Background: an optimization exercise with open tools, aiming at small area, a short achievable clock period and few clock cycles per item. Do not read the settings as production practice.
Function was not checked in any run shown here: the RTL went through the layout flow alone.

[design/flow/constraint.sdc]
create_clock -name core_clock -period 9.0 [get_ports {clk_i}]
set_input_delay 1.8000 -clock core_clock [delete_from_list [all_inputs] [get_ports {clk_i}]]
set_output_delay 1.8000 -clock core_clock [all_outputs]
set_load 0.01 [all_outputs]
[design/flow/run.sh]
#!/bin/bash
# synth_recipe.tcl (not shown) runs the flow's synth.tcl, then flattens the netlist and writes it again
# the make line also repeats each setting of config.mk as NAME=value (left out here)
make -C /OpenROAD-flow-scripts/flow DESIGN_CONFIG=/design/flow/config.mk WORK_HOME=/design/flow/orfs CLKGATE_MAP_FILE= SYNTH_SCRIPT=/design/flow/synth_recipe.tcl finish
[design/flow/config.mk]
export PLATFORM = sky130hd
export DESIGN_NAME = disk_chs_lba_translate
export DESIGN_NICKNAME = disk_chs_lba_translate
export VERILOG_FILES = /design/flow/design.v
export SDC_FILE = /design/flow/constraint.sdc
export NUM_CORES = 4
export LEC_CHECK = 0
export CAP_MARGIN = 20
export CORE_MARGIN = 2
export CORE_UTILIZATION = 40
export SETUP_SLACK_MARGIN = 4.5
export SLEW_MARGIN = 20
[design/flow/design.v]
module disk_chs_lba_translate (
  input  logic        clk_i,
  input  logic        rst_ni,
  input  logic        in_valid_i,
  output logic        in_ready_o,
  input  logic        in_func_i,
  input  logic [15:0] in_cylinder_i,
  input  logic [7:0]  in_head_i,
  input  logic [7:0]  in_sector_i,
  input  logic [31:0] in_block_i,
  input  logic        in_wide_i,
  output logic        out_valid_o,
  input  logic        out_ready_i,
  output logic [31:0] out_block_o,
  output logic [15:0] out_cylinder_o,
  output logic [7:0]  out_head_o,
  output logic [7:0]  out_sector_o,
  output logic        out_addr_valid_o,
  input  logic        cfg_valid_i,
  output logic        cfg_ready_o,
  input  logic [7:0]  cfg_index_i,
  input  logic [15:0] cfg_value_i
);
  logic [11:0] cyl_cnt_q;
  logic [7:0]  head_cnt_q;
  logic [7:0]  sec_narrow_q;
  logic [7:0]  sec_wide_q;
  logic [15:0] sh_narrow_q;    
  logic [15:0] sh_wide_q;      
  logic        sh_busy_q;
  logic [2:0]  sh_bit_q;
  assign cfg_ready_o = 1'b1;
  always_ff @(posedge clk_i or negedge rst_ni) begin
    if (!rst_ni) begin
      cyl_cnt_q    <= 12'd815;
      head_cnt_q   <= 8'd19;
      sec_narrow_q <= 8'd22;
      sec_wide_q   <= 8'd20;
    end else if (cfg_valid_i) begin
      case (cfg_index_i)
        8'd0: cyl_cnt_q    <= cfg_value_i[11:0];
        8'd1: head_cnt_q   <= cfg_value_i[7:0];
        8'd2: sec_narrow_q <= cfg_value_i[7:0];
        8'd3: sec_wide_q   <= cfg_value_i[7:0];
        default: ;
      endcase
    end
  end
  logic sh_start;
  assign sh_start = cfg_valid_i && (cfg_index_i[7:2] == 6'd0) && (cfg_index_i[1:0] != 2'd0);
  always_ff @(posedge clk_i or negedge rst_ni) begin
    if (!rst_ni) begin
      sh_narrow_q <= 16'd418;
      sh_wide_q   <= 16'd380;
      sh_busy_q   <= 1'b0;
      sh_bit_q    <= 3'd7;
    end else if (sh_start) begin
      sh_narrow_q <= '0;
      sh_wide_q   <= '0;
      sh_busy_q   <= 1'b1;
      sh_bit_q    <= 3'd7;
    end else if (sh_busy_q) begin
      sh_narrow_q <= {sh_narrow_q[14:0], 1'b0}
                   + (head_cnt_q[sh_bit_q] ? {8'd0, sec_narrow_q} : 16'd0);
      sh_wide_q   <= {sh_wide_q[14:0], 1'b0}
                   + (head_cnt_q[sh_bit_q] ? {8'd0, sec_wide_q} : 16'd0);
      sh_bit_q    <= sh_bit_q - 3'd1;
      sh_busy_q   <= sh_bit_q != 3'd0;
    end
  end
  function automatic logic [16:0] div_row16(input logic [15:0] r, input logic b,
                                           input logic [15:0] d);
    logic [16:0] t, dd, g, p, bo, df;
    logic g0_1, p0_1, g0_3, p0_3, g0_5, p0_5, g0_7, p0_7;
    logic g0_9, p0_9, g0_11, p0_11, g0_13, p0_13, g0_15, p0_15;
    logic g1_2, p1_2, g1_3, p1_3, g1_6, p1_6, g1_7, p1_7;
    logic g1_10, p1_10, g1_11, p1_11, g1_14, p1_14, g1_15, p1_15;
    logic g2_4, p2_4, g2_5, p2_5, g2_6, p2_6, g2_7, p2_7;
    logic g2_12, p2_12, g2_13, p2_13, g2_14, p2_14, g2_15, p2_15;
    logic g3_8, p3_8, g3_9, p3_9, g3_10, p3_10, g3_11, p3_11;
    logic g3_12, p3_12, g3_13, p3_13, g3_14, p3_14, g3_15, p3_15;
    logic g4_16, p4_16;
    t  = {r, b};
    dd = {1'b0, d};
    g  = ~t & dd;        
    p  = ~(t ^ dd);      
    g0_1 = g[1] | (p[1] & g[0]);
    p0_1 = p[1] & p[0];
    g0_3 = g[3] | (p[3] & g[2]);
    p0_3 = p[3] & p[2];
    g0_5 = g[5] | (p[5] & g[4]);
    p0_5 = p[5] & p[4];
    g0_7 = g[7] | (p[7] & g[6]);
    p0_7 = p[7] & p[6];
    g0_9 = g[9] | (p[9] & g[8]);
    p0_9 = p[9] & p[8];
    g0_11 = g[11] | (p[11] & g[10]);
    p0_11 = p[11] & p[10];
    g0_13 = g[13] | (p[13] & g[12]);
    p0_13 = p[13] & p[12];
    g0_15 = g[15] | (p[15] & g[14]);
    p0_15 = p[15] & p[14];
    g1_2 = g[2] | (p[2] & g0_1);
    p1_2 = p[2] & p0_1;
    g1_3 = g0_3 | (p0_3 & g0_1);
    p1_3 = p0_3 & p0_1;
    g1_6 = g[6] | (p[6] & g0_5);
    p1_6 = p[6] & p0_5;
    g1_7 = g0_7 | (p0_7 & g0_5);
    p1_7 = p0_7 & p0_5;
    g1_10 = g[10] | (p[10] & g0_9);
    p1_10 = p[10] & p0_9;
    g1_11 = g0_11 | (p0_11 & g0_9);
    p1_11 = p0_11 & p0_9;
    g1_14 = g[14] | (p[14] & g0_13);
    p1_14 = p[14] & p0_13;
    g1_15 = g0_15 | (p0_15 & g0_13);
    p1_15 = p0_15 & p0_13;
    g2_4 = g[4] | (p[4] & g1_3);
    p2_4 = p[4] & p1_3;
    g2_5 = g0_5 | (p0_5 & g1_3);
    p2_5 = p0_5 & p1_3;
    g2_6 = g1_6 | (p1_6 & g1_3);
    p2_6 = p1_6 & p1_3;
    g2_7 = g1_7 | (p1_7 & g1_3);
    p2_7 = p1_7 & p1_3;
    g2_12 = g[12] | (p[12] & g1_11);
    p2_12 = p[12] & p1_11;
    g2_13 = g0_13 | (p0_13 & g1_11);
    p2_13 = p0_13 & p1_11;
    g2_14 = g1_14 | (p1_14 & g1_11);
    p2_14 = p1_14 & p1_11;
    g2_15 = g1_15 | (p1_15 & g1_11);
    p2_15 = p1_15 & p1_11;
    g3_8 = g[8] | (p[8] & g2_7);
    p3_8 = p[8] & p2_7;
    g3_9 = g0_9 | (p0_9 & g2_7);
    p3_9 = p0_9 & p2_7;
    g3_10 = g1_10 | (p1_10 & g2_7);
    p3_10 = p1_10 & p2_7;
    g3_11 = g1_11 | (p1_11 & g2_7);
    p3_11 = p1_11 & p2_7;
    g3_12 = g2_12 | (p2_12 & g2_7);
    p3_12 = p2_12 & p2_7;
    g3_13 = g2_13 | (p2_13 & g2_7);
    p3_13 = p2_13 & p2_7;
    g3_14 = g2_14 | (p2_14 & g2_7);
    p3_14 = p2_14 & p2_7;
    g3_15 = g2_15 | (p2_15 & g2_7);
    p3_15 = p2_15 & p2_7;
    g4_16 = g[16] | (p[16] & g3_15);
    p4_16 = p[16] & p3_15;
    bo[0] = g[0];
    bo[1] = g0_1;
    bo[2] = g1_2;
    bo[3] = g1_3;
    bo[4] = g2_4;
    bo[5] = g2_5;
    bo[6] = g2_6;
    bo[7] = g2_7;
    bo[8] = g3_8;
    bo[9] = g3_9;
    bo[10] = g3_10;
    bo[11] = g3_11;
    bo[12] = g3_12;
    bo[13] = g3_13;
    bo[14] = g3_14;
    bo[15] = g3_15;
    bo[16] = g4_16;
    df[0] = t[0] ^ dd[0];
    for (int i = 1; i <= 16; i++) df[i] = t[i] ^ dd[i] ^ bo[i-1];
    div_row16 = bo[16] ? {1'b0, t[15:0]} : {1'b1, df[15:0]};
  endfunction
  function automatic logic [8:0] div_row8(input logic [7:0] r, input logic b,
                                           input logic [7:0] d);
    logic [8:0] t, dd, g, p, bo, df;
    logic g0_1, p0_1, g0_3, p0_3, g0_5, p0_5, g0_7, p0_7;
    logic g1_2, p1_2, g1_3, p1_3, g1_6, p1_6, g1_7, p1_7;
    logic g2_4, p2_4, g2_5, p2_5, g2_6, p2_6, g2_7, p2_7;
    logic g3_8, p3_8;
    t  = {r, b};
    dd = {1'b0, d};
    g  = ~t & dd;        
    p  = ~(t ^ dd);      
    g0_1 = g[1] | (p[1] & g[0]);
    p0_1 = p[1] & p[0];
    g0_3 = g[3] | (p[3] & g[2]);
    p0_3 = p[3] & p[2];
    g0_5 = g[5] | (p[5] & g[4]);
    p0_5 = p[5] & p[4];
    g0_7 = g[7] | (p[7] & g[6]);
    p0_7 = p[7] & p[6];
    g1_2 = g[2] | (p[2] & g0_1);
    p1_2 = p[2] & p0_1;
    g1_3 = g0_3 | (p0_3 & g0_1);
    p1_3 = p0_3 & p0_1;
    g1_6 = g[6] | (p[6] & g0_5);
    p1_6 = p[6] & p0_5;
    g1_7 = g0_7 | (p0_7 & g0_5);
    p1_7 = p0_7 & p0_5;
    g2_4 = g[4] | (p[4] & g1_3);
    p2_4 = p[4] & p1_3;
    g2_5 = g0_5 | (p0_5 & g1_3);
    p2_5 = p0_5 & p1_3;
    g2_6 = g1_6 | (p1_6 & g1_3);
    p2_6 = p1_6 & p1_3;
    g2_7 = g1_7 | (p1_7 & g1_3);
    p2_7 = p1_7 & p1_3;
    g3_8 = g[8] | (p[8] & g2_7);
    p3_8 = p[8] & p2_7;
    bo[0] = g[0];
    bo[1] = g0_1;
    bo[2] = g1_2;
    bo[3] = g1_3;
    bo[4] = g2_4;
    bo[5] = g2_5;
    bo[6] = g2_6;
    bo[7] = g2_7;
    bo[8] = g3_8;
    df[0] = t[0] ^ dd[0];
    for (int i = 1; i <= 8; i++) df[i] = t[i] ^ dd[i] ^ bo[i-1];
    div_row8 = bo[8] ? {1'b0, t[7:0]} : {1'b1, df[7:0]};
  endfunction
  logic [20:0] vld_q;
  logic       en;
  assign en          = ~vld_q[20] | out_ready_i;
  assign in_ready_o  = en & ~sh_busy_q;
  assign out_valid_o = vld_q[20];
  always_ff @(posedge clk_i or negedge rst_ni) begin
    if (!rst_ni) begin
      vld_q <= '0;
    end else if (en) begin
      vld_q <= {vld_q[19:0], in_valid_i & ~sh_busy_q};
    end
  end
  logic        func_in, wide_in, bad_in;
  logic [27:0] w_in;
  logic [7:0]  s_in;
  logic [15:0] sh_in;
  assign s_in  = in_wide_i ? sec_wide_q : sec_narrow_q;
  assign sh_in = in_wide_i ? sh_wide_q : sh_narrow_q;
  always_comb begin
    func_in = in_func_i;
    wide_in = in_wide_i;
    if (in_func_i) begin
      bad_in = in_block_i[31:12] >= {4'd0, sh_in};
      w_in   = in_block_i[27:0];
    end else begin
      bad_in = !((in_cylinder_i < {4'd0, cyl_cnt_q}) && (in_head_i < head_cnt_q)
                 && (in_sector_i < s_in));
      w_in   = {in_cylinder_i[11:0], in_head_i, in_sector_i};
    end
  end
  logic        func_c0, wide_c0, bad_c0;
  logic [27:0] w_c0;
  always_comb begin
    logic [7:0]  s_k;
    logic [15:0] sh_k;
    logic [27:0] v, f;
    logic [16:0] d16;
    logic [8:0]  d8;
    func_c0 = func_in;
    wide_c0 = wide_in;
    bad_c0  = bad_in;
    s_k  = wide_in ? sec_wide_q : sec_narrow_q;
    sh_k = wide_in ? sh_wide_q : sh_narrow_q;
    v    = w_in;
    f    = '0;
    d16  = '0;
    d8   = '0;
    w_c0 = v;
  end
  logic        func_q0, wide_q0, bad_q0;
  logic [27:0] w_q0;
  always_ff @(posedge clk_i) begin
    if (en) begin
      func_q0 <= func_c0;
      wide_q0 <= wide_c0;
      bad_q0  <= bad_c0;
      w_q0    <= w_c0;
    end
  end
  logic        func_c1, wide_c1, bad_c1;
  logic [27:0] w_c1;
  always_comb begin
    logic [7:0]  s_k;
    logic [15:0] sh_k;
    logic [27:0] v, f;
    logic [16:0] d16;
    logic [8:0]  d8;
    func_c1 = func_q0;
    wide_c1 = wide_q0;
    bad_c1  = bad_q0;
    s_k  = wide_q0 ? sec_wide_q : sec_narrow_q;
    sh_k = wide_q0 ? sh_wide_q : sh_narrow_q;
    v    = w_q0;
    f    = '0;
    d16  = '0;
    d8   = '0;
    d16 = div_row16(v[27:12], v[11], sh_k);
    v   = {(d16[16] && func_q0) ? d16[15:0] : v[26:11], v[10:0], func_q0 ? d16[16] : v[27]};
    w_c1 = v;
  end
  logic        func_q1, wide_q1, bad_q1;
  logic [27:0] w_q1;
  always_ff @(posedge clk_i) begin
    if (en) begin
      func_q1 <= func_c1;
      wide_q1 <= wide_c1;
      bad_q1  <= bad_c1;
      w_q1    <= w_c1;
    end
  end
  logic        func_c2, wide_c2, bad_c2;
  logic [27:0] w_c2;
  always_comb begin
    logic [7:0]  s_k;
    logic [15:0] sh_k;
    logic [27:0] v, f;
    logic [16:0] d16;
    logic [8:0]  d8;
    func_c2 = func_q1;
    wide_c2 = wide_q1;
    bad_c2  = bad_q1;
    s_k  = wide_q1 ? sec_wide_q : sec_narrow_q;
    sh_k = wide_q1 ? sh_wide_q : sh_narrow_q;
    v    = w_q1;
    f    = '0;
    d16  = '0;
    d8   = '0;
    d16 = div_row16(v[27:12], v[11], sh_k);
    v   = {(d16[16] && func_q1) ? d16[15:0] : v[26:11], v[10:0], func_q1 ? d16[16] : v[27]};
    if (!func_q1) begin
      f = {w_q1[0], w_q1[27], w_q1[26], w_q1[25], w_q1[24], w_q1[23], w_q1[22], w_q1[21], w_q1[20], w_q1[19], w_q1[18], w_q1[17], w_q1[16], w_q1[15], w_q1[14], w_q1[13], w_q1[12], w_q1[11], w_q1[10], w_q1[9], w_q1[8], w_q1[7], w_q1[6], w_q1[5], w_q1[4], w_q1[3], w_q1[2], w_q1[1]};
      f = {f[27:12], 12'(f[8+:4] * s_k) + 12'(f[7:0])};
      v = {f[25], f[24], f[23], f[22], f[21], f[20], f[19], f[18], f[17], f[16], f[15], f[14], f[13], f[12], f[11], f[10], f[9], f[8], f[7], f[6], f[5], f[4], f[3], f[2], f[1], f[0], f[27], f[26]};
    end
    w_c2 = v;
  end
  logic        func_q2, wide_q2, bad_q2;
  logic [27:0] w_q2;
  always_ff @(posedge clk_i) begin
    if (en) begin
      func_q2 <= func_c2;
      wide_q2 <= wide_c2;
      bad_q2  <= bad_c2;
      w_q2    <= w_c2;
    end
  end
  logic        func_c3, wide_c3, bad_c3;
  logic [27:0] w_c3;
  always_comb begin
    logic [7:0]  s_k;
    logic [15:0] sh_k;
    logic [27:0] v, f;
    logic [16:0] d16;
    logic [8:0]  d8;
    func_c3 = func_q2;
    wide_c3 = wide_q2;
    bad_c3  = bad_q2;
    s_k  = wide_q2 ? sec_wide_q : sec_narrow_q;
    sh_k = wide_q2 ? sh_wide_q : sh_narrow_q;
    v    = w_q2;
    f    = '0;
    d16  = '0;
    d8   = '0;
    d16 = div_row16(v[27:12], v[11], sh_k);
    v   = {(d16[16] && func_q2) ? d16[15:0] : v[26:11], v[10:0], func_q2 ? d16[16] : v[27]};
    w_c3 = v;
  end
  logic        func_q3, wide_q3, bad_q3;
  logic [27:0] w_q3;
  always_ff @(posedge clk_i) begin
    if (en) begin
      func_q3 <= func_c3;
      wide_q3 <= wide_c3;
      bad_q3  <= bad_c3;
      w_q3    <= w_c3;
    end
  end
  logic        func_c4, wide_c4, bad_c4;
  logic [27:0] w_c4;
  always_comb begin
    logic [7:0]  s_k;
    logic [15:0] sh_k;
    logic [27:0] v, f;
    logic [16:0] d16;
    logic [8:0]  d8;
    func_c4 = func_q3;
    wide_c4 = wide_q3;
    bad_c4  = bad_q3;
    s_k  = wide_q3 ? sec_wide_q : sec_narrow_q;
    sh_k = wide_q3 ? sh_wide_q : sh_narrow_q;
    v    = w_q3;
    f    = '0;
    d16  = '0;
    d8   = '0;
    d16 = div_row16(v[27:12], v[11], sh_k);
    v   = {(d16[16] && func_q3) ? d16[15:0] : v[26:11], v[10:0], func_q3 ? d16[16] : v[27]};
    if (!func_q3) begin
      f = {w_q3[2], w_q3[1], w_q3[0], w_q3[27], w_q3[26], w_q3[25], w_q3[24], w_q3[23], w_q3[22], w_q3[21], w_q3[20], w_q3[19], w_q3[18], w_q3[17], w_q3[16], w_q3[15], w_q3[14], w_q3[13], w_q3[12], w_q3[11], w_q3[10], w_q3[9], w_q3[8], w_q3[7], w_q3[6], w_q3[5], w_q3[4], w_q3[3]};
      f = {f[27:16], 12'(f[12+:4] * s_k) + 12'(f[11:4]), f[3:0]};
      v = {f[23], f[22], f[21], f[20], f[19], f[18], f[17], f[16], f[15], f[14], f[13], f[12], f[11], f[10], f[9], f[8], f[7], f[6], f[5], f[4], f[3], f[2], f[1], f[0], f[27], f[26], f[25], f[24]};
    end
    w_c4 = v;
  end
  logic        func_q4, wide_q4, bad_q4;
  logic [27:0] w_q4;
  always_ff @(posedge clk_i) begin
    if (en) begin
      func_q4 <= func_c4;
      wide_q4 <= wide_c4;
      bad_q4  <= bad_c4;
      w_q4    <= w_c4;
    end
  end
  logic        func_c5, wide_c5, bad_c5;
  logic [27:0] w_c5;
  always_comb begin
    logic [7:0]  s_k;
    logic [15:0] sh_k;
    logic [27:0] v, f;
    logic [16:0] d16;
    logic [8:0]  d8;
    func_c5 = func_q4;
    wide_c5 = wide_q4;
    bad_c5  = bad_q4;
    s_k  = wide_q4 ? sec_wide_q : sec_narrow_q;
    sh_k = wide_q4 ? sh_wide_q : sh_narrow_q;
    v    = w_q4;
    f    = '0;
    d16  = '0;
    d8   = '0;
    d16 = div_row16(v[27:12], v[11], sh_k);
    v   = {(d16[16] && func_q4) ? d16[15:0] : v[26:11], v[10:0], func_q4 ? d16[16] : v[27]};
    w_c5 = v;
  end
  logic        func_q5, wide_q5, bad_q5;
  logic [27:0] w_q5;
  always_ff @(posedge clk_i) begin
    if (en) begin
      func_q5 <= func_c5;
      wide_q5 <= wide_c5;
      bad_q5  <= bad_c5;
      w_q5    <= w_c5;
    end
  end
  logic        func_c6, wide_c6, bad_c6;
  logic [27:0] w_c6;
  always_comb begin
    logic [7:0]  s_k;
    logic [15:0] sh_k;
    logic [27:0] v, f;
    logic [16:0] d16;
    logic [8:0]  d8;
    func_c6 = func_q5;
    wide_c6 = wide_q5;
    bad_c6  = bad_q5;
    s_k  = wide_q5 ? sec_wide_q : sec_narrow_q;
    sh_k = wide_q5 ? sh_wide_q : sh_narrow_q;
    v    = w_q5;
    f    = '0;
    d16  = '0;
    d8   = '0;
    d16 = div_row16(v[27:12], v[11], sh_k);
    v   = {(d16[16] && func_q5) ? d16[15:0] : v[26:11], v[10:0], func_q5 ? d16[16] : v[27]};
    if (!func_q5) begin
      f = {w_q5[4], w_q5[3], w_q5[2], w_q5[1], w_q5[0], w_q5[27], w_q5[26], w_q5[25], w_q5[24], w_q5[23], w_q5[22], w_q5[21], w_q5[20], w_q5[19], w_q5[18], w_q5[17], w_q5[16], w_q5[15], w_q5[14], w_q5[13], w_q5[12], w_q5[11], w_q5[10], w_q5[9], w_q5[8], w_q5[7], w_q5[6], w_q5[5]};
      f = {f[27:19], 19'(f[16+:3] * sh_k) + 19'(f[15:0])};
      v = {f[21], f[20], f[19], f[18], f[17], f[16], f[15], f[14], f[13], f[12], f[11], f[10], f[9], f[8], f[7], f[6], f[5], f[4], f[3], f[2], f[1], f[0], f[27], f[26], f[25], f[24], f[23], f[22]};
    end
    w_c6 = v;
  end
  logic        func_q6, wide_q6, bad_q6;
  logic [27:0] w_q6;
  always_ff @(posedge clk_i) begin
    if (en) begin
      func_q6 <= func_c6;
      wide_q6 <= wide_c6;
      bad_q6  <= bad_c6;
      w_q6    <= w_c6;
    end
  end
  logic        func_c7, wide_c7, bad_c7;
  logic [27:0] w_c7;
  always_comb begin
    logic [7:0]  s_k;
    logic [15:0] sh_k;
    logic [27:0] v, f;
    logic [16:0] d16;
    logic [8:0]  d8;
    func_c7 = func_q6;
    wide_c7 = wide_q6;
    bad_c7  = bad_q6;
    s_k  = wide_q6 ? sec_wide_q : sec_narrow_q;
    sh_k = wide_q6 ? sh_wide_q : sh_narrow_q;
    v    = w_q6;
    f    = '0;
    d16  = '0;
    d8   = '0;
    d16 = div_row16(v[27:12], v[11], sh_k);
    v   = {(d16[16] && func_q6) ? d16[15:0] : v[26:11], v[10:0], func_q6 ? d16[16] : v[27]};
    w_c7 = v;
  end
  logic        func_q7, wide_q7, bad_q7;
  logic [27:0] w_q7;
  always_ff @(posedge clk_i) begin
    if (en) begin
      func_q7 <= func_c7;
      wide_q7 <= wide_c7;
      bad_q7  <= bad_c7;
      w_q7    <= w_c7;
    end
  end
  logic        func_c8, wide_c8, bad_c8;
  logic [27:0] w_c8;
  always_comb begin
    logic [7:0]  s_k;
    logic [15:0] sh_k;
    logic [27:0] v, f;
    logic [16:0] d16;
    logic [8:0]  d8;
    func_c8 = func_q7;
    wide_c8 = wide_q7;
    bad_c8  = bad_q7;
    s_k  = wide_q7 ? sec_wide_q : sec_narrow_q;
    sh_k = wide_q7 ? sh_wide_q : sh_narrow_q;
    v    = w_q7;
    f    = '0;
    d16  = '0;
    d8   = '0;
    d16 = div_row16(v[27:12], v[11], sh_k);
    v   = {(d16[16] && func_q7) ? d16[15:0] : v[26:11], v[10:0], func_q7 ? d16[16] : v[27]};
    if (!func_q7) begin
      f = {w_q7[6], w_q7[5], w_q7[4], w_q7[3], w_q7[2], w_q7[1], w_q7[0], w_q7[27], w_q7[26], w_q7[25], w_q7[24], w_q7[23], w_q7[22], w_q7[21], w_q7[20], w_q7[19], w_q7[18], w_q7[17], w_q7[16], w_q7[15], w_q7[14], w_q7[13], w_q7[12], w_q7[11], w_q7[10], w_q7[9], w_q7[8], w_q7[7]};
      f = {f[27:22], 19'(f[19+:3] * sh_k) + 19'(f[18:3]), f[2:0]};
      v = {f[19], f[18], f[17], f[16], f[15], f[14], f[13], f[12], f[11], f[10], f[9], f[8], f[7], f[6], f[5], f[4], f[3], f[2], f[1], f[0], f[27], f[26], f[25], f[24], f[23], f[22], f[21], f[20]};
    end
    w_c8 = v;
  end
  logic        func_q8, wide_q8, bad_q8;
  logic [27:0] w_q8;
  always_ff @(posedge clk_i) begin
    if (en) begin
      func_q8 <= func_c8;
      wide_q8 <= wide_c8;
      bad_q8  <= bad_c8;
      w_q8    <= w_c8;
    end
  end
  logic        func_c9, wide_c9, bad_c9;
  logic [27:0] w_c9;
  always_comb begin
    logic [7:0]  s_k;
    logic [15:0] sh_k;
    logic [27:0] v, f;
    logic [16:0] d16;
    logic [8:0]  d8;
    func_c9 = func_q8;
    wide_c9 = wide_q8;
    bad_c9  = bad_q8;
    s_k  = wide_q8 ? sec_wide_q : sec_narrow_q;
    sh_k = wide_q8 ? sh_wide_q : sh_narrow_q;
    v    = w_q8;
    f    = '0;
    d16  = '0;
    d8   = '0;
    d16 = div_row16(v[27:12], v[11], sh_k);
    v   = {(d16[16] && func_q8) ? d16[15:0] : v[26:11], v[10:0], func_q8 ? d16[16] : v[27]};
    w_c9 = v;
  end
  logic        func_q9, wide_q9, bad_q9;
  logic [27:0] w_q9;
  always_ff @(posedge clk_i) begin
    if (en) begin
      func_q9 <= func_c9;
      wide_q9 <= wide_c9;
      bad_q9  <= bad_c9;
      w_q9    <= w_c9;
    end
  end
  logic        func_c10, wide_c10, bad_c10;
  logic [27:0] w_c10;
  always_comb begin
    logic [7:0]  s_k;
    logic [15:0] sh_k;
    logic [27:0] v, f;
    logic [16:0] d16;
    logic [8:0]  d8;
    func_c10 = func_q9;
    wide_c10 = wide_q9;
    bad_c10  = bad_q9;
    s_k  = wide_q9 ? sec_wide_q : sec_narrow_q;
    sh_k = wide_q9 ? sh_wide_q : sh_narrow_q;
    v    = w_q9;
    f    = '0;
    d16  = '0;
    d8   = '0;
    d16 = div_row16(v[27:12], v[11], sh_k);
    v   = {(d16[16] && func_q9) ? d16[15:0] : v[26:11], v[10:0], func_q9 ? d16[16] : v[27]};
    if (!func_q9) begin
      f = {w_q9[8], w_q9[7], w_q9[6], w_q9[5], w_q9[4], w_q9[3], w_q9[2], w_q9[1], w_q9[0], w_q9[27], w_q9[26], w_q9[25], w_q9[24], w_q9[23], w_q9[22], w_q9[21], w_q9[20], w_q9[19], w_q9[18], w_q9[17], w_q9[16], w_q9[15], w_q9[14], w_q9[13], w_q9[12], w_q9[11], w_q9[10], w_q9[9]};
      f = {f[27:25], 19'(f[22+:3] * sh_k) + 19'(f[21:6]), f[5:0]};
      v = {f[17], f[16], f[15], f[14], f[13], f[12], f[11], f[10], f[9], f[8], f[7], f[6], f[5], f[4], f[3], f[2], f[1], f[0], f[27], f[26], f[25], f[24], f[23], f[22], f[21], f[20], f[19], f[18]};
    end
    w_c10 = v;
  end
  logic        func_q10, wide_q10, bad_q10;
  logic [27:0] w_q10;
  always_ff @(posedge clk_i) begin
    if (en) begin
      func_q10 <= func_c10;
      wide_q10 <= wide_c10;
      bad_q10  <= bad_c10;
      w_q10    <= w_c10;
    end
  end
  logic        func_c11, wide_c11, bad_c11;
  logic [27:0] w_c11;
  always_comb begin
    logic [7:0]  s_k;
    logic [15:0] sh_k;
    logic [27:0] v, f;
    logic [16:0] d16;
    logic [8:0]  d8;
    func_c11 = func_q10;
    wide_c11 = wide_q10;
    bad_c11  = bad_q10;
    s_k  = wide_q10 ? sec_wide_q : sec_narrow_q;
    sh_k = wide_q10 ? sh_wide_q : sh_narrow_q;
    v    = w_q10;
    f    = '0;
    d16  = '0;
    d8   = '0;
    d16 = div_row16(v[27:12], v[11], sh_k);
    v   = {(d16[16] && func_q10) ? d16[15:0] : v[26:11], v[10:0], func_q10 ? d16[16] : v[27]};
    w_c11 = v;
  end
  logic        func_q11, wide_q11, bad_q11;
  logic [27:0] w_q11;
  always_ff @(posedge clk_i) begin
    if (en) begin
      func_q11 <= func_c11;
      wide_q11 <= wide_c11;
      bad_q11  <= bad_c11;
      w_q11    <= w_c11;
    end
  end
  logic        func_c12, wide_c12, bad_c12;
  logic [27:0] w_c12;
  always_comb begin
    logic [7:0]  s_k;
    logic [15:0] sh_k;
    logic [27:0] v, f;
    logic [16:0] d16;
    logic [8:0]  d8;
    func_c12 = func_q11;
    wide_c12 = wide_q11;
    bad_c12  = bad_q11;
    s_k  = wide_q11 ? sec_wide_q : sec_narrow_q;
    sh_k = wide_q11 ? sh_wide_q : sh_narrow_q;
    v    = w_q11;
    f    = '0;
    d16  = '0;
    d8   = '0;
    d16 = div_row16(v[27:12], v[11], sh_k);
    v   = {(d16[16] && func_q11) ? d16[15:0] : v[26:11], v[10:0], func_q11 ? d16[16] : v[27]};
    if (!func_q11) begin
      f = {w_q11[10], w_q11[9], w_q11[8], w_q11[7], w_q11[6], w_q11[5], w_q11[4], w_q11[3], w_q11[2], w_q11[1], w_q11[0], w_q11[27], w_q11[26], w_q11[25], w_q11[24], w_q11[23], w_q11[22], w_q11[21], w_q11[20], w_q11[19], w_q11[18], w_q11[17], w_q11[16], w_q11[15], w_q11[14], w_q11[13], w_q11[12], w_q11[11]};
      f = {19'(f[25+:3] * sh_k) + 19'(f[24:9]), f[8:0]};
      v = {f[15], f[14], f[13], f[12], f[11], f[10], f[9], f[8], f[7], f[6], f[5], f[4], f[3], f[2], f[1], f[0], f[27], f[26], f[25], f[24], f[23], f[22], f[21], f[20], f[19], f[18], f[17], f[16]};
    end
    w_c12 = v;
  end
  logic        func_q12, wide_q12, bad_q12;
  logic [27:0] w_q12;
  always_ff @(posedge clk_i) begin
    if (en) begin
      func_q12 <= func_c12;
      wide_q12 <= wide_c12;
      bad_q12  <= bad_c12;
      w_q12    <= w_c12;
    end
  end
  logic        func_c13, wide_c13, bad_c13;
  logic [27:0] w_c13;
  always_comb begin
    logic [7:0]  s_k;
    logic [15:0] sh_k;
    logic [27:0] v, f;
    logic [16:0] d16;
    logic [8:0]  d8;
    func_c13 = func_q12;
    wide_c13 = wide_q12;
    bad_c13  = bad_q12;
    s_k  = wide_q12 ? sec_wide_q : sec_narrow_q;
    sh_k = wide_q12 ? sh_wide_q : sh_narrow_q;
    v    = w_q12;
    f    = '0;
    d16  = '0;
    d8   = '0;
    bad_c13 = bad_q12 | (func_q12 && !(v[11:0] < cyl_cnt_q));
    v   = {v[11:0], v[27:12]};
    d8  = div_row8(v[15:8], v[7], s_k);
    v   = {v[27:16], (d8[8] && func_q12) ? d8[7:0] : v[14:7], v[6:0], func_q12 ? d8[8] : v[15]};
    w_c13 = v;
  end
  logic        func_q13, wide_q13, bad_q13;
  logic [27:0] w_q13;
  always_ff @(posedge clk_i) begin
    if (en) begin
      func_q13 <= func_c13;
      wide_q13 <= wide_c13;
      bad_q13  <= bad_c13;
      w_q13    <= w_c13;
    end
  end
  logic        func_c14, wide_c14, bad_c14;
  logic [27:0] w_c14;
  always_comb begin
    logic [7:0]  s_k;
    logic [15:0] sh_k;
    logic [27:0] v, f;
    logic [16:0] d16;
    logic [8:0]  d8;
    func_c14 = func_q13;
    wide_c14 = wide_q13;
    bad_c14  = bad_q13;
    s_k  = wide_q13 ? sec_wide_q : sec_narrow_q;
    sh_k = wide_q13 ? sh_wide_q : sh_narrow_q;
    v    = w_q13;
    f    = '0;
    d16  = '0;
    d8   = '0;
    d8  = div_row8(v[15:8], v[7], s_k);
    v   = {v[27:16], (d8[8] && func_q13) ? d8[7:0] : v[14:7], v[6:0], func_q13 ? d8[8] : v[15]};
    w_c14 = v;
  end
  logic        func_q14, wide_q14, bad_q14;
  logic [27:0] w_q14;
  always_ff @(posedge clk_i) begin
    if (en) begin
      func_q14 <= func_c14;
      wide_q14 <= wide_c14;
      bad_q14  <= bad_c14;
      w_q14    <= w_c14;
    end
  end
  logic        func_c15, wide_c15, bad_c15;
  logic [27:0] w_c15;
  always_comb begin
    logic [7:0]  s_k;
    logic [15:0] sh_k;
    logic [27:0] v, f;
    logic [16:0] d16;
    logic [8:0]  d8;
    func_c15 = func_q14;
    wide_c15 = wide_q14;
    bad_c15  = bad_q14;
    s_k  = wide_q14 ? sec_wide_q : sec_narrow_q;
    sh_k = wide_q14 ? sh_wide_q : sh_narrow_q;
    v    = w_q14;
    f    = '0;
    d16  = '0;
    d8   = '0;
    d8  = div_row8(v[15:8], v[7], s_k);
    v   = {v[27:16], (d8[8] && func_q14) ? d8[7:0] : v[14:7], v[6:0], func_q14 ? d8[8] : v[15]};
    w_c15 = v;
  end
  logic        func_q15, wide_q15, bad_q15;
  logic [27:0] w_q15;
  always_ff @(posedge clk_i) begin
    if (en) begin
      func_q15 <= func_c15;
      wide_q15 <= wide_c15;
      bad_q15  <= bad_c15;
      w_q15    <= w_c15;
    end
  end
  logic        func_c16, wide_c16, bad_c16;
  logic [27:0] w_c16;
  always_comb begin
    logic [7:0]  s_k;
    logic [15:0] sh_k;
    logic [27:0] v, f;
    logic [16:0] d16;
    logic [8:0]  d8;
    func_c16 = func_q15;
    wide_c16 = wide_q15;
    bad_c16  = bad_q15;
    s_k  = wide_q15 ? sec_wide_q : sec_narrow_q;
    sh_k = wide_q15 ? sh_wide_q : sh_narrow_q;
    v    = w_q15;
    f    = '0;
    d16  = '0;
    d8   = '0;
    d8  = div_row8(v[15:8], v[7], s_k);
    v   = {v[27:16], (d8[8] && func_q15) ? d8[7:0] : v[14:7], v[6:0], func_q15 ? d8[8] : v[15]};
    w_c16 = v;
  end
  logic        func_q16, wide_q16, bad_q16;
  logic [27:0] w_q16;
  always_ff @(posedge clk_i) begin
    if (en) begin
      func_q16 <= func_c16;
      wide_q16 <= wide_c16;
      bad_q16  <= bad_c16;
      w_q16    <= w_c16;
    end
  end
  logic        func_c17, wide_c17, bad_c17;
  logic [27:0] w_c17;
  always_comb begin
    logic [7:0]  s_k;
    logic [15:0] sh_k;
    logic [27:0] v, f;
    logic [16:0] d16;
    logic [8:0]  d8;
    func_c17 = func_q16;
    wide_c17 = wide_q16;
    bad_c17  = bad_q16;
    s_k  = wide_q16 ? sec_wide_q : sec_narrow_q;
    sh_k = wide_q16 ? sh_wide_q : sh_narrow_q;
    v    = w_q16;
    f    = '0;
    d16  = '0;
    d8   = '0;
    d8  = div_row8(v[15:8], v[7], s_k);
    v   = {v[27:16], (d8[8] && func_q16) ? d8[7:0] : v[14:7], v[6:0], func_q16 ? d8[8] : v[15]};
    w_c17 = v;
  end
  logic        func_q17, wide_q17, bad_q17;
  logic [27:0] w_q17;
  always_ff @(posedge clk_i) begin
    if (en) begin
      func_q17 <= func_c17;
      wide_q17 <= wide_c17;
      bad_q17  <= bad_c17;
      w_q17    <= w_c17;
    end
  end
  logic        func_c18, wide_c18, bad_c18;
  logic [27:0] w_c18;
  always_comb begin
    logic [7:0]  s_k;
    logic [15:0] sh_k;
    logic [27:0] v, f;
    logic [16:0] d16;
    logic [8:0]  d8;
    func_c18 = func_q17;
    wide_c18 = wide_q17;
    bad_c18  = bad_q17;
    s_k  = wide_q17 ? sec_wide_q : sec_narrow_q;
    sh_k = wide_q17 ? sh_wide_q : sh_narrow_q;
    v    = w_q17;
    f    = '0;
    d16  = '0;
    d8   = '0;
    d8  = div_row8(v[15:8], v[7], s_k);
    v   = {v[27:16], (d8[8] && func_q17) ? d8[7:0] : v[14:7], v[6:0], func_q17 ? d8[8] : v[15]};
    w_c18 = v;
  end
  logic        func_q18, wide_q18, bad_q18;
  logic [27:0] w_q18;
  always_ff @(posedge clk_i) begin
    if (en) begin
      func_q18 <= func_c18;
      wide_q18 <= wide_c18;
      bad_q18  <= bad_c18;
      w_q18    <= w_c18;
    end
  end
  logic        func_c19, wide_c19, bad_c19;
  logic [27:0] w_c19;
  always_comb begin
    logic [7:0]  s_k;
    logic [15:0] sh_k;
    logic [27:0] v, f;
    logic [16:0] d16;
    logic [8:0]  d8;
    func_c19 = func_q18;
    wide_c19 = wide_q18;
    bad_c19  = bad_q18;
    s_k  = wide_q18 ? sec_wide_q : sec_narrow_q;
    sh_k = wide_q18 ? sh_wide_q : sh_narrow_q;
    v    = w_q18;
    f    = '0;
    d16  = '0;
    d8   = '0;
    d8  = div_row8(v[15:8], v[7], s_k);
    v   = {v[27:16], (d8[8] && func_q18) ? d8[7:0] : v[14:7], v[6:0], func_q18 ? d8[8] : v[15]};
    w_c19 = v;
  end
  logic        func_q19, wide_q19, bad_q19;
  logic [27:0] w_q19;
  always_ff @(posedge clk_i) begin
    if (en) begin
      func_q19 <= func_c19;
      wide_q19 <= wide_c19;
      bad_q19  <= bad_c19;
      w_q19    <= w_c19;
    end
  end
  logic        func_c20, wide_c20, bad_c20;
  logic [27:0] w_c20;
  always_comb begin
    logic [7:0]  s_k;
    logic [15:0] sh_k;
    logic [27:0] v, f;
    logic [16:0] d16;
    logic [8:0]  d8;
    func_c20 = func_q19;
    wide_c20 = wide_q19;
    bad_c20  = bad_q19;
    s_k  = wide_q19 ? sec_wide_q : sec_narrow_q;
    sh_k = wide_q19 ? sh_wide_q : sh_narrow_q;
    v    = w_q19;
    f    = '0;
    d16  = '0;
    d8   = '0;
    d8  = div_row8(v[15:8], v[7], s_k);
    v   = {v[27:16], (d8[8] && func_q19) ? d8[7:0] : v[14:7], v[6:0], func_q19 ? d8[8] : v[15]};
    w_c20 = v;
  end
  logic        func_q20, wide_q20, bad_q20;
  logic [27:0] w_q20;
  always_ff @(posedge clk_i) begin
    if (en) begin
      func_q20 <= func_c20;
      wide_q20 <= wide_c20;
      bad_q20  <= bad_c20;
      w_q20    <= w_c20;
    end
  end
  logic        func_e, wide_e, bad_e;
  logic [27:0] w_e;
  always_comb begin
    logic [7:0]  s_k;
    logic [15:0] sh_k;
    logic [27:0] v, f;
    logic [16:0] d16;
    logic [8:0]  d8;
    func_e = func_q20;
    wide_e = wide_q20;
    bad_e  = bad_q20;
    s_k  = wide_q20 ? sec_wide_q : sec_narrow_q;
    sh_k = wide_q20 ? sh_wide_q : sh_narrow_q;
    v    = w_q20;
    f    = '0;
    d16  = '0;
    d8   = '0;
    w_e = v;
  end
  logic        ok_e;
  logic [27:0] blk_e;
  assign ok_e  = !bad_e;
  assign blk_e = {w_e[27], w_e[26], w_e[25], w_e[24], w_e[23], w_e[22], w_e[21], w_e[20], w_e[19], w_e[18], w_e[17], w_e[16], w_e[7], w_e[6], w_e[5], w_e[4], w_e[3], w_e[2], w_e[1], w_e[0], w_e[15], w_e[14], w_e[13], w_e[12], w_e[11], w_e[10], w_e[9], w_e[8]};
  always_comb begin
    out_block_o    = '0;
    out_cylinder_o = '0;
    out_head_o     = '0;
    out_sector_o   = '0;
    if (!func_e) begin
      out_block_o = ok_e ? {4'd0, blk_e} : '1;
    end else if (ok_e) begin
      out_cylinder_o = {4'd0, w_e[27:16]};
      out_head_o     = w_e[7:0];
      out_sector_o   = w_e[15:8];
    end else begin
      out_cylinder_o = '1;
      out_head_o     = '1;
      out_sector_o   = '1;
    end
  end
  assign out_addr_valid_o = ok_e;
endmodule
==> results of run 1 <==
[cells in the final DEF, fill, tap and decap left out, types with 18 or more instances in the layout]
master	synthesis	final
inv_1	705	697
edfxtp_1	650	650
ha_1	440	429
nor2_1	320	316
mux2_2	300	296
nand2_1	245	244
o21ai_0	250	232
fa_1	228	227
a21oi_1	229	221
nor2b_1	175	173
mux2i_1	214	173
clkdlybuf4s50_1	0	153
buf_4	10	142
xnor2_1	125	125
xor2_1	107	107
clkbuf_16	0	86
a21o_1	70	70
o21a_1	64	64
nand2b_1	69	61
dfrtp_1	65	49
nor3_1	47	45
nand3_1	39	39
and2_1	33	33
o211ai_1	28	28
mux2i_4	0	25
dfstp_2	28	20
o21ai_1	6	19
a31oi_1	20	18
[worst paths after layout]
path / start / endpoint / slack [ps] / cells after the start
worst min-delay path: w_q6[4] / w_q7[5] / 370 / 0
worst max register to register: wide_q5 / w_q6[23] / 4520 / 17
worst max-delay path: out_ready_i / in_ready_o / 4510 / 4
min in group asynchronous: rst_ni / vld_q[19] / 940 / 1
max in group asynchronous: rst_ni / sh_wide_q[10] / 6680 / 2
worst min register to register: w_q6[4] / w_q7[5] / 370 / 0
[critical path, delay by kind of cell]
| kind | cells | cell delay [ps] |
|---|---|---|
| AND/OR/NAND/NOR | 2 | 500 |
| buffers and inverters | 2 | 390 |
[what timing repair did]
action	in CTS	in global routing
pin swaps	6	43
gates resized for setup	127	102
buffers inserted	43	63
gates cloned	1	3
setup endpoints to repair	103	78
[metal layers]
layer / vias to the layer above / GRT usage (%) / part of all wire (%)
li1: 17200 / - / -
met1: 17600 / 26.2 / 44
met2: 861 / 33.0 / 47
met3: 233 / 2.97 / 5.2
met4: 0 / 6.78 / 3.5
met5: - / 0 / 0
[per-stage QoR]
stage,setup WS (ps),instances
finish,4510,6926
global route,4310,6925
floorplan,3090,4880
detailed placement,3410,6659
CTS,4370,6859
global placement,3410,6659
[area by class of cell]
class / count / area (µm²)
timing repair buffer: 326 / 3120
clock buffer: 108 / 2260
inverter: 706 / 2670
antenna: 1 / 2.50
fill: 12000 / 70000
multi-input combinational: 3239 / 28400
tap: 1755 / 2200
clock inverter: 48 / 692
sequential: 743 / 21900
[logic make-up after synthesis]
family          Yosys count  synth area share, %
mux                     516                 10.5
simple gates           1007                 9.12
flops                   743                 41.4
buf+inv                 899                 6.51
fa+ha+maj               668                 19.0
other cells               1              0.00709
compound gates          814                 9.56
xor+xnor                232                 3.84
==> flow_summary.yaml, run 1 <==
drt:
  vias: 35900
  drt_wl_total_mm: 135
  drc: 0
  drt-initial-drc-count: 2371
  ant_nets: 0
  dr.pass1.iters: 5
  vias_per_cell: 5.18
  routedWlPerCell_um: 19.5
clocking:
  cts_made_buffers: 83
  clock-sinks: 743
  clk_latency_ps: 720
  ctsHoldBuffers: 0
  htreeDepth: 3
  path_clk_slew_ps: 60
  root_buffer: "clkbuf_16"
  cts_tree: "yes"
  clock_path_buffers: 3
floorplan:
  start_util_pct: 40.3
  die_w_um: 368
  io_pins: 163
  die_h_um: 368
  core-area_um2: 131000
  die_area_um2: 135000
  rows: 133
timing:
  slew_viol_final: 0
  hold_ws_ps: 374
  setup_viol: 0
  fin_tns_setup_ps: 0
  post-route-period-util_pct: 49.9
  max-slew-margin-rel_pct: 29.7
  worst_slew_pin_slew_ps: 1060
  rsz0062_at_grt: "yes"
  period_minus_slack_ps: 4490
  max_freq_ghz: 0.223
  finClkSkew_ps: 51.3
  hold_viol_final: 0
grt:
  track_usage_pct: 19.8
  grt_pass1_wl_mm: 206
  grt_pass1_vias: 35400
  grt_max_degree: 199
  grt_antenna_before_repair: 9
  grt_overflow: 0
synthesis:
  synthArstFlopShare_pct: 12.5
  synth_edf_count: 650
  synth_seq_area_share_pct: 41.4
  yosysMostFrequentCell: "inv_1"
  synth_area_leaders: "edfxtp_1 (37%), ha_1 (10%), fa_1 (8.6%)"
  yosysUniqueCellTypes: 80
  ys.warnings.count: 1
  ys.flop_type: "edfxtp_1"
  synthTopCellsByCount: "inv_1 (705), edfxtp_1 (650), ha_1 (440)"
  synth-seq-cells: 743
  syn_nets: 5643
  yosysTopAreaCellShare_pct: 36.9
  yosysTopAreaCell: "edfxtp_1"
  syn_avg_cell_area_um2: 10.8
  synthCells: 4880
  netlist_area_um2: 52900
final_layout:
  drive_above_1_share_pct: 15.7
  post-route-util_pct: 46.7
  area_growth_pct: 16.0
  fin_area_um2: 61300
  nNetsFinal: 5862
outcome:
  outcome: "no timing/DRC/antenna violations"
job:
  max-cap-violations: 0
setup_path:
  worstPathRequired_ps: 7200
  slowest_delay_ps: 300
  crit_fanout: 2
  cp-end-kind: "primary output"
  crit_type: "in2out"
  crit_chain: "clkdlybuf4s15_2 -> nand2b_4 -> nor2b_4 -> buf_6"
  start_kind: "input pin"
  crit_slowest_cell: "nor2b_4"
  arrival_ps: 2690
placement:
  placed_cell_area_um2: 56400
  place.gp.congestion: 0.867
  portBuffers: 157
  place_hpwl_mm: 96.3
hold_path:
  hold_class: "reg2reg"
==> inputs of run 2 (changes only) <==
--- a/design/flow/design.v
+++ b/design/flow/design.v
@@ -224,7 +224,8 @@
   logic [20:0] vld_q;
   logic       en;
-  assign en          = ~vld_q[20] | out_ready_i;
+  logic       skid_full_q;
+  assign en          = ~skid_full_q;
   assign in_ready_o  = en & ~sh_busy_q;
-  assign out_valid_o = vld_q[20];
+  assign out_valid_o = skid_full_q | vld_q[20];
   always_ff @(posedge clk_i or negedge rst_ni) begin
     if (!rst_ni) begin
@@ -333,5 +334,5 @@
     if (!func_q1) begin
       f = {w_q1[0], w_q1[27], w_q1[26], w_q1[25], w_q1[24], w_q1[23], w_q1[22], w_q1[21], w_q1[20], w_q1[19], w_q1[18], w_q1[17], w_q1[16], w_q1[15], w_q1[14], w_q1[13], w_q1[12], w_q1[11], w_q1[10], w_q1[9], w_q1[8], w_q1[7], w_q1[6], w_q1[5], w_q1[4], w_q1[3], w_q1[2], w_q1[1]};
-      f = {f[27:12], 12'(f[8+:4] * s_k) + 12'(f[7:0])};
+      f = {f[27:10], 10'(f[8+:2] * s_k) + 10'(f[7:0])};
       v = {f[25], f[24], f[23], f[22], f[21], f[20], f[19], f[18], f[17], f[16], f[15], f[14], f[13], f[12], f[11], f[10], f[9], f[8], f[7], f[6], f[5], f[4], f[3], f[2], f[1], f[0], f[27], f[26]};
     end
@@ -367,4 +368,9 @@
     d16 = div_row16(v[27:12], v[11], sh_k);
     v   = {(d16[16] && func_q2) ? d16[15:0] : v[26:11], v[10:0], func_q2 ? d16[16] : v[27]};
+    if (!func_q2) begin
+      f = {w_q2[1], w_q2[0], w_q2[27], w_q2[26], w_q2[25], w_q2[24], w_q2[23], w_q2[22], w_q2[21], w_q2[20], w_q2[19], w_q2[18], w_q2[17], w_q2[16], w_q2[15], w_q2[14], w_q2[13], w_q2[12], w_q2[11], w_q2[10], w_q2[9], w_q2[8], w_q2[7], w_q2[6], w_q2[5], w_q2[4], w_q2[3], w_q2[2]};
+      f = {f[27:12], 10'(f[10+:2] * s_k) + 10'(f[9:2]), f[1:0]};
+      v = {f[24], f[23], f[22], f[21], f[20], f[19], f[18], f[17], f[16], f[15], f[14], f[13], f[12], f[11], f[10], f[9], f[8], f[7], f[6], f[5], f[4], f[3], f[2], f[1], f[0], f[27], f[26], f[25]};
+    end
     w_c3 = v;
   end
@@ -400,5 +406,5 @@
     if (!func_q3) begin
       f = {w_q3[2], w_q3[1], w_q3[0], w_q3[27], w_q3[26], w_q3[25], w_q3[24], w_q3[23], w_q3[22], w_q3[21], w_q3[20], w_q3[19], w_q3[18], w_q3[17], w_q3[16], w_q3[15], w_q3[14], w_q3[13], w_q3[12], w_q3[11], w_q3[10], w_q3[9], w_q3[8], w_q3[7], w_q3[6], w_q3[5], w_q3[4], w_q3[3]};
-      f = {f[27:16], 12'(f[12+:4] * s_k) + 12'(f[11:4]), f[3:0]};
+      f = {f[27:14], 10'(f[12+:2] * s_k) + 10'(f[11:4]), f[3:0]};
       v = {f[23], f[22], f[21], f[20], f[19], f[18], f[17], f[16], f[15], f[14], f[13], f[12], f[11], f[10], f[9], f[8], f[7], f[6], f[5], f[4], f[3], f[2], f[1], f[0], f[27], f[26], f[25], f[24]};
     end
@@ -434,4 +440,9 @@
     d16 = div_row16(v[27:12], v[11], sh_k);
     v   = {(d16[16] && func_q4) ? d16[15:0] : v[26:11], v[10:0], func_q4 ? d16[16] : v[27]};
+    if (!func_q4) begin
+      f = {w_q4[3], w_q4[2], w_q4[1], w_q4[0], w_q4[27], w_q4[26], w_q4[25], w_q4[24], w_q4[23], w_q4[22], w_q4[21], w_q4[20], w_q4[19], w_q4[18], w_q4[17], w_q4[16], w_q4[15], w_q4[14], w_q4[13], w_q4[12], w_q4[11], w_q4[10], w_q4[9], w_q4[8], w_q4[7], w_q4[6], w_q4[5], w_q4[4]};
+      f = {f[27:16], 10'(f[14+:2] * s_k) + 10'(f[13:6]), f[5:0]};
+      v = {f[22], f[21], f[20], f[19], f[18], f[17], f[16], f[15], f[14], f[13], f[12], f[11], f[10], f[9], f[8], f[7], f[6], f[5], f[4], f[3], f[2], f[1], f[0], f[27], f[26], f[25], f[24], f[23]};
+    end
     w_c5 = v;
   end
@@ -467,5 +478,5 @@
     if (!func_q5) begin
       f = {w_q5[4], w_q5[3], w_q5[2], w_q5[1], w_q5[0], w_q5[27], w_q5[26], w_q5[25], w_q5[24], w_q5[23], w_q5[22], w_q5[21], w_q5[20], w_q5[19], w_q5[18], w_q5[17], w_q5[16], w_q5[15], w_q5[14], w_q5[13], w_q5[12], w_q5[11], w_q5[10], w_q5[9], w_q5[8], w_q5[7], w_q5[6], w_q5[5]};
-      f = {f[27:19], 19'(f[16+:3] * sh_k) + 19'(f[15:0])};
+      f = {f[27:18], 18'(f[16+:2] * sh_k) + 18'(f[15:0])};
       v = {f[21], f[20], f[19], f[18], f[17], f[16], f[15], f[14], f[13], f[12], f[11], f[10], f[9], f[8], f[7], f[6], f[5], f[4], f[3], f[2], f[1], f[0], f[27], f[26], f[25], f[24], f[23], f[22]};
     end
@@ -501,4 +512,9 @@
     d16 = div_row16(v[27:12], v[11], sh_k);
     v   = {(d16[16] && func_q6) ? d16[15:0] : v[26:11], v[10:0], func_q6 ? d16[16] : v[27]};
+    if (!func_q6) begin
+      f = {w_q6[5], w_q6[4], w_q6[3], w_q6[2], w_q6[1], w_q6[0], w_q6[27], w_q6[26], w_q6[25], w_q6[24], w_q6[23], w_q6[22], w_q6[21], w_q6[20], w_q6[19], w_q6[18], w_q6[17], w_q6[16], w_q6[15], w_q6[14], w_q6[13], w_q6[12], w_q6[11], w_q6[10], w_q6[9], w_q6[8], w_q6[7], w_q6[6]};
+      f = {f[27:20], 18'(f[18+:2] * sh_k) + 18'(f[17:2]), f[1:0]};
+      v = {f[20], f[19], f[18], f[17], f[16], f[15], f[14], f[13], f[12], f[11], f[10], f[9], f[8], f[7], f[6], f[5], f[4], f[3], f[2], f[1], f[0], f[27], f[26], f[25], f[24], f[23], f[22], f[21]};
+    end
     w_c7 = v;
   end
@@ -534,5 +550,5 @@
     if (!func_q7) begin
       f = {w_q7[6], w_q7[5], w_q7[4], w_q7[3], w_q7[2], w_q7[1], w_q7[0], w_q7[27], w_q7[26], w_q7[25], w_q7[24], w_q7[23], w_q7[22], w_q7[21], w_q7[20], w_q7[19], w_q7[18], w_q7[17], w_q7[16], w_q7[15], w_q7[14], w_q7[13], w_q7[12], w_q7[11], w_q7[10], w_q7[9], w_q7[8], w_q7[7]};
-      f = {f[27:22], 19'(f[19+:3] * sh_k) + 19'(f[18:3]), f[2:0]};
+      f = {f[27:22], 18'(f[20+:2] * sh_k) + 18'(f[19:4]), f[3:0]};
       v = {f[19], f[18], f[17], f[16], f[15], f[14], f[13], f[12], f[11], f[10], f[9], f[8], f[7], f[6], f[5], f[4], f[3], f[2], f[1], f[0], f[27], f[26], f[25], f[24], f[23], f[22], f[21], f[20]};
     end
@@ -568,4 +584,9 @@
     d16 = div_row16(v[27:12], v[11], sh_k);
     v   = {(d16[16] && func_q8) ? d16[15:0] : v[26:11], v[10:0], func_q8 ? d16[16] : v[27]};
+    if (!func_q8) begin
+      f = {w_q8[7], w_q8[6], w_q8[5], w_q8[4], w_q8[3], w_q8[2], w_q8[1], w_q8[0], w_q8[27], w_q8[26], w_q8[25], w_q8[24], w_q8[23], w_q8[22], w_q8[21], w_q8[20], w_q8[19], w_q8[18], w_q8[17], w_q8[16], w_q8[15], w_q8[14], w_q8[13], w_q8[12], w_q8[11], w_q8[10], w_q8[9], w_q8[8]};
+      f = {f[27:24], 18'(f[22+:2] * sh_k) + 18'(f[21:6]), f[5:0]};
+      v = {f[18], f[17], f[16], f[15], f[14], f[13], f[12], f[11], f[10], f[9], f[8], f[7], f[6], f[5], f[4], f[3], f[2], f[1], f[0], f[27], f[26], f[25], f[24], f[23], f[22], f[21], f[20], f[19]};
+    end
     w_c9 = v;
   end
@@ -601,5 +622,5 @@
     if (!func_q9) begin
       f = {w_q9[8], w_q9[7], w_q9[6], w_q9[5], w_q9[4], w_q9[3], w_q9[2], w_q9[1], w_q9[0], w_q9[27], w_q9[26], w_q9[25], w_q9[24], w_q9[23], w_q9[22], w_q9[21], w_q9[20], w_q9[19], w_q9[18], w_q9[17], w_q9[16], w_q9[15], w_q9[14], w_q9[13], w_q9[12], w_q9[11], w_q9[10], w_q9[9]};
-      f = {f[27:25], 19'(f[22+:3] * sh_k) + 19'(f[21:6]), f[5:0]};
+      f = {f[27:26], 18'(f[24+:2] * sh_k) + 18'(f[23:8]), f[7:0]};
       v = {f[17], f[16], f[15], f[14], f[13], f[12], f[11], f[10], f[9], f[8], f[7], f[6], f[5], f[4], f[3], f[2], f[1], f[0], f[27], f[26], f[25], f[24], f[23], f[22], f[21], f[20], f[19], f[18]};
     end
@@ -635,4 +656,9 @@
     d16 = div_row16(v[27:12], v[11], sh_k);
     v   = {(d16[16] && func_q10) ? d16[15:0] : v[26:11], v[10:0], func_q10 ? d16[16] : v[27]};
+    if (!func_q10) begin
+      f = {w_q10[9], w_q10[8], w_q10[7], w_q10[6], w_q10[5], w_q10[4], w_q10[3], w_q10[2], w_q10[1], w_q10[0], w_q10[27], w_q10[26], w_q10[25], w_q10[24], w_q10[23], w_q10[22], w_q10[21], w_q10[20], w_q10[19], w_q10[18], w_q10[17], w_q10[16], w_q10[15], w_q10[14], w_q10[13], w_q10[12], w_q10[11], w_q10[10]};
+      f = {18'(f[26+:2] * sh_k) + 18'(f[25:10]), f[9:0]};
+      v = {f[16], f[15], f[14], f[13], f[12], f[11], f[10], f[9], f[8], f[7], f[6], f[5], f[4], f[3], f[2], f[1], f[0], f[27], f[26], f[25], f[24], f[23], f[22], f[21], f[20], f[19], f[18], f[17]};
+    end
     w_c11 = v;
   end
@@ -666,9 +692,4 @@
     d16 = div_row16(v[27:12], v[11], sh_k);
     v   = {(d16[16] && func_q11) ? d16[15:0] : v[26:11], v[10:0], func_q11 ? d16[16] : v[27]};
-    if (!func_q11) begin
-      f = {w_q11[10], w_q11[9], w_q11[8], w_q11[7], w_q11[6], w_q11[5], w_q11[4], w_q11[3], w_q11[2], w_q11[1], w_q11[0], w_q11[27], w_q11[26], w_q11[25], w_q11[24], w_q11[23], w_q11[22], w_q11[21], w_q11[20], w_q11[19], w_q11[18], w_q11[17], w_q11[16], w_q11[15], w_q11[14], w_q11[13], w_q11[12], w_q11[11]};
-      f = {19'(f[25+:3] * sh_k) + 19'(f[24:9]), f[8:0]};
-      v = {f[15], f[14], f[13], f[12], f[11], f[10], f[9], f[8], f[7], f[6], f[5], f[4], f[3], f[2], f[1], f[0], f[27], f[26], f[25], f[24], f[23], f[22], f[21], f[20], f[19], f[18], f[17], f[16]};
-    end
     w_c12 = v;
   end
@@ -954,6 +975,29 @@
   logic        ok_e;
   logic [27:0] blk_e;
-  assign ok_e  = !bad_e;
-  assign blk_e = {w_e[27], w_e[26], w_e[25], w_e[24], w_e[23], w_e[22], w_e[21], w_e[20], w_e[19], w_e[18], w_e[17], w_e[16], w_e[7], w_e[6], w_e[5], w_e[4], w_e[3], w_e[2], w_e[1], w_e[0], w_e[15], w_e[14], w_e[13], w_e[12], w_e[11], w_e[10], w_e[9], w_e[8]};
+  logic        skid_func_q, skid_bad_q;
+  logic [27:0] skid_w_q;
+  logic        func_o, bad_o;
+  logic [27:0] w_o;
+  always_ff @(posedge clk_i or negedge rst_ni) begin
+    if (!rst_ni) begin
+      skid_full_q <= 1'b0;
+    end else if (skid_full_q) begin
+      skid_full_q <= ~out_ready_i;
+    end else begin
+      skid_full_q <= vld_q[20] & ~out_ready_i;
+    end
+  end
+  always_ff @(posedge clk_i) begin
+    if (!skid_full_q) begin
+      skid_func_q <= func_e;
+      skid_bad_q  <= bad_e;
+      skid_w_q    <= w_e;
+    end
+  end
+  assign func_o = skid_full_q ? skid_func_q : func_e;
+  assign bad_o  = skid_full_q ? skid_bad_q : bad_e;
+  assign w_o    = skid_full_q ? skid_w_q : w_e;
+  assign ok_e  = !bad_o;
+  assign blk_e = {w_o[27], w_o[26], w_o[25], w_o[24], w_o[23], w_o[22], w_o[21], w_o[20], w_o[19], w_o[18], w_o[17], w_o[16], w_o[7], w_o[6], w_o[5], w_o[4], w_o[3], w_o[2], w_o[1], w_o[0], w_o[15], w_o[14], w_o[13], w_o[12], w_o[11], w_o[10], w_o[9], w_o[8]};
   always_comb begin
     out_block_o    = '0;
@@ -961,10 +1005,10 @@
     out_head_o     = '0;
     out_sector_o   = '0;
-    if (!func_e) begin
+    if (!func_o) begin
       out_block_o = ok_e ? {4'd0, blk_e} : '1;
     end else if (ok_e) begin
-      out_cylinder_o = {4'd0, w_e[27:16]};
-      out_head_o     = w_e[7:0];
-      out_sector_o   = w_e[15:8];
+      out_cylinder_o = {4'd0, w_o[27:16]};
+      out_head_o     = w_o[7:0];
+      out_sector_o   = w_o[15:8];
     end else begin
       out_cylinder_o = '1;
--- a/design/flow/config.mk
+++ b/design/flow/config.mk
@@ -9,4 +9,4 @@
 export CORE_MARGIN = 2
 export CORE_UTILIZATION = 40
-export SETUP_SLACK_MARGIN = 4.5
+export SETUP_SLACK_MARGIN = 5
 export SLEW_MARGIN = 20
==> run 2 against run 1 <==
Hold slack improved by 32 ps. Die area rose by 3.6%. Register-to-register slack gained 350 ps. Via count grew 8.6%. Count of clock-buffer cells in the layout grew 9. Highest routed layer unchanged.
==> flow_summary.yaml, run 2 <==
floorplan:
  die_area_um2: 140000
  io_pins: 163
  die_w_um: 374
  start_util_pct: 40.4
  core-area_um2: 136000
  rows: 135
  die_h_um: 374
drt:
  drt-initial-drc-count: 2590
  vias_per_cell: 5.34
  ant_nets: 0
  vias: 39000
  drc: 0
  routedWlPerCell_um: 19.8
  drt_wl_total_mm: 144
  dr.pass1.iters: 6
clocking:
  clock-sinks: 774
  cts_made_buffers: 87
  htreeDepth: 3
  root_buffer: "clkbuf_16"
  ctsHoldBuffers: 0
  clk_latency_ps: 700
  path_clk_slew_ps: 60
  cts_tree: "yes"
  clock_path_buffers: 3
grt:
  grt_pass1_vias: 38000
  track_usage_pct: 19.9
  grt_max_degree: 179
  grt_pass1_wl_mm: 219
  grt_antenna_before_repair: 3
  grt_overflow: 0
synthesis:
  ys.flop_type: "edfxtp_1"
  synth_edf_count: 650
  synth_compound_area_share_pct: 11.5
  yosysMostFrequentCell: "edfxtp_1"
  syn_nets: 5930
  ys.warnings.count: 1
  synthArstFlopShare_pct: 12.1
  yosysTopAreaCellShare_pct: 35.6
  synthTopCellsByCount: "edfxtp_1 (650), inv_1 (629), ha_1 (446)"
  netlist_area_um2: 54800
  synth-simple-area-share_pct: 9.49
  synth_area_leaders: "edfxtp_1 (36%), ha_1 (10%), mux2_2 (8.3%)"
  synth_xor_area_share_pct: 3.95
  synth_top_family_by_area: "adder cells"
  synth-seq-cells: 774
  yosysTopAreaCell: "edfxtp_1"
  synth_seq_area_share_pct: 41.1
  syn_avg_cell_area_um2: 10.6
  synth.area.mux_share_pct: 10.4
  synthCells: 5187
  yosysUniqueCellTypes: 88
  synthAdderAreaFrac_pct: 17.6
hold_path:
  worstHoldEndpoint: "bad_q19"
  hold_class: "reg2reg"
  hold_depth: 0
  hold_start: "bad_q18"
setup_path:
  crit_type: "reg2out"
  start_kind: "register"
  reg2reg_from: "sh_narrow_q[0]"
  crit_fanout: 5
  timing.rr.end: "w_q5[25]"
  r2r_slack_ps: 4870
  cp-end-kind: "primary output"
  arrival_ps: 2430
  reg2regPathDepth: 14
  worstPathRequired_ps: 7200
timing:
  max-slew-margin-rel_pct: 20.4
  max_freq_ghz: 0.236
  rsz0062_at_grt: "yes"
  finClkSkew_ps: 39.1
  period_minus_slack_ps: 4230
  slew_viol_final: 0
  post-route-period-util_pct: 47.0
  setup_viol: 0
  worst_slew_pin_slew_ps: 1190
  hold_viol_final: 0
final_layout:
  multi_input_area_um2: 30300
  fillCellCount: 12200
  ff_latch_area_um2: 22600
  drive_above_1_share_pct: 20.2
  final_common_cell: "edfxtp_1"
  nNetsFinal: 6183
  fin_area_um2: 64400
  post-route-util_pct: 47.5
  area_growth_pct: 17.6
  final_cell_mix: "edfxtp_1 (650), inv_1 (626), ha_1 (435)"
job:
  max-cap-violations: 0
placement:
  placed_cell_area_um2: 58200
  place_hpwl_mm: 98.8
  portBuffers: 157
  place.gp.congestion: 0.861
outcome:
  outcome: "no timing/DRC/antenna violations"
-- run 2: cell families after synthesis --
| family | count (synthesis) |
|---|---|
| simple gates | 1153 |
| compound gates | 995 |
| buf+inv | 853 |
| flops | 774 |
| fa+ha+maj | 648 |
| mux | 516 |
| xor+xnor | 247 |
| other cells | 1 |
-- run 2: worst max path at each step --
| stage | start | to | slack, ps | depth (start not counted) |
|---|---|---|---|---|
| after floorplan | skid_full_q | bad_q0 | -1920 | 4 |
| after global placement | in_wide_i | bad_q0 | 4100 | 11 |
| after detailed placement | in_wide_i | bad_q0 | 4100 | 11 |
| after CTS | skid_full_q | out_block_o[16] | 4750 | 9 |
| after global routing | skid_full_q | out_sector_o[5] | 4700 | 8 |
| final | skid_full_q | out_sector_o[5] | 4770 | 8 |
-- run 2: what timing repair did --
item,CTS,global route
gates cloned,6,5
setup buffers,81,77
resized for setup,427,294
endpoints found under the setup margin,257,210
pin swaps,66,103
-- run 2: final cells by class --
class                           instances  share of cell area, %
Timing Repair Buffer                  385                   5.97
Inverter                              629                   3.68
Multi-Input combinational cell       3561                   47.0
Sequential cell                       774                   35.0
Antenna cell                            2                0.00777
Tap cell                             1781                   3.46
Timing Repair inverter                  2                 0.0233
Clock inverter                         47                   1.12
Clock buffer                          117                   3.68
-- run 2: metrics by stage --
stage / hold WS [ps] / TNS [ps] / setup slack [ps] / instances
5_1_grt: 419 / 0 / 4700 / 7296
6_report: 406 / 0 / 4770 / 7298
3_5_place_dp: 405 / 0 / 4100 / 6963
3_3_place_gp: 400 / 0 / 4100 / 6963
4_1_cts: 410 / 0 / 4750 / 7214
2_1_floorplan: 400 / -1250150 / -1920 / 5187
-- run 2: per-layer routing --
layer / part of all wire, % / GRT usage [%] / up-vias
met5: 0 / 0 / -
met4: 3.6 / 7.22 / 0
met3: 4.5 / 2.40 / 249
met2: 46 / 31.5 / 957
met1: 46 / 28.0 / 19100
li1: - / - / 18700
-- run 2: critical path, stage by stage, from the launching register on --
cell        delay [ps]
dfrtp_4            500
mux2i_4            290
buf_6              130
clkinvlp_4         170
buf_12             210
buf_12             130
nor2_4             110
nor2_1              70
buf_2              140

what the ideal ports hide:
The flow's constraints put no driver on any port. The routed layouts listed below were extracted and timed again, unchanged, in two steps. Step 1: set_driving_cell puts a clkbuf_16 on clk_i and a buf_2 on each other input, an assumption about the parent block. Step 2 times the ports against the registers' clock, not the clock port: input delays grow and output delays shrink by t, the midpoint of the rising clock arrivals with the driver on. Slacks: ideal / step 1 / step 2; pairs: ideal / step 1.
| run | t, ns | setup slack, ns | latest minus earliest clock arrival (ns) | worst slew at a driven data input, ns | pins driven straight from the clock port |
|---|---|---|---|---|---|
| run 1 | 0.766 | 4.513 / 4.484 / 4.056 | 0.056 / 0.056 | 0.06 | 1 |
| run 2 | 0.752 | 4.768 / 4.692 / 4.435 | 0.042 / 0.042 | 0.10 | 1 |
After both steps setup and hold are still met in every run listed. For run 1, which loses most, drivers alone change the setup slack by -0.029 ns; drivers and shift together by -0.457 ns.
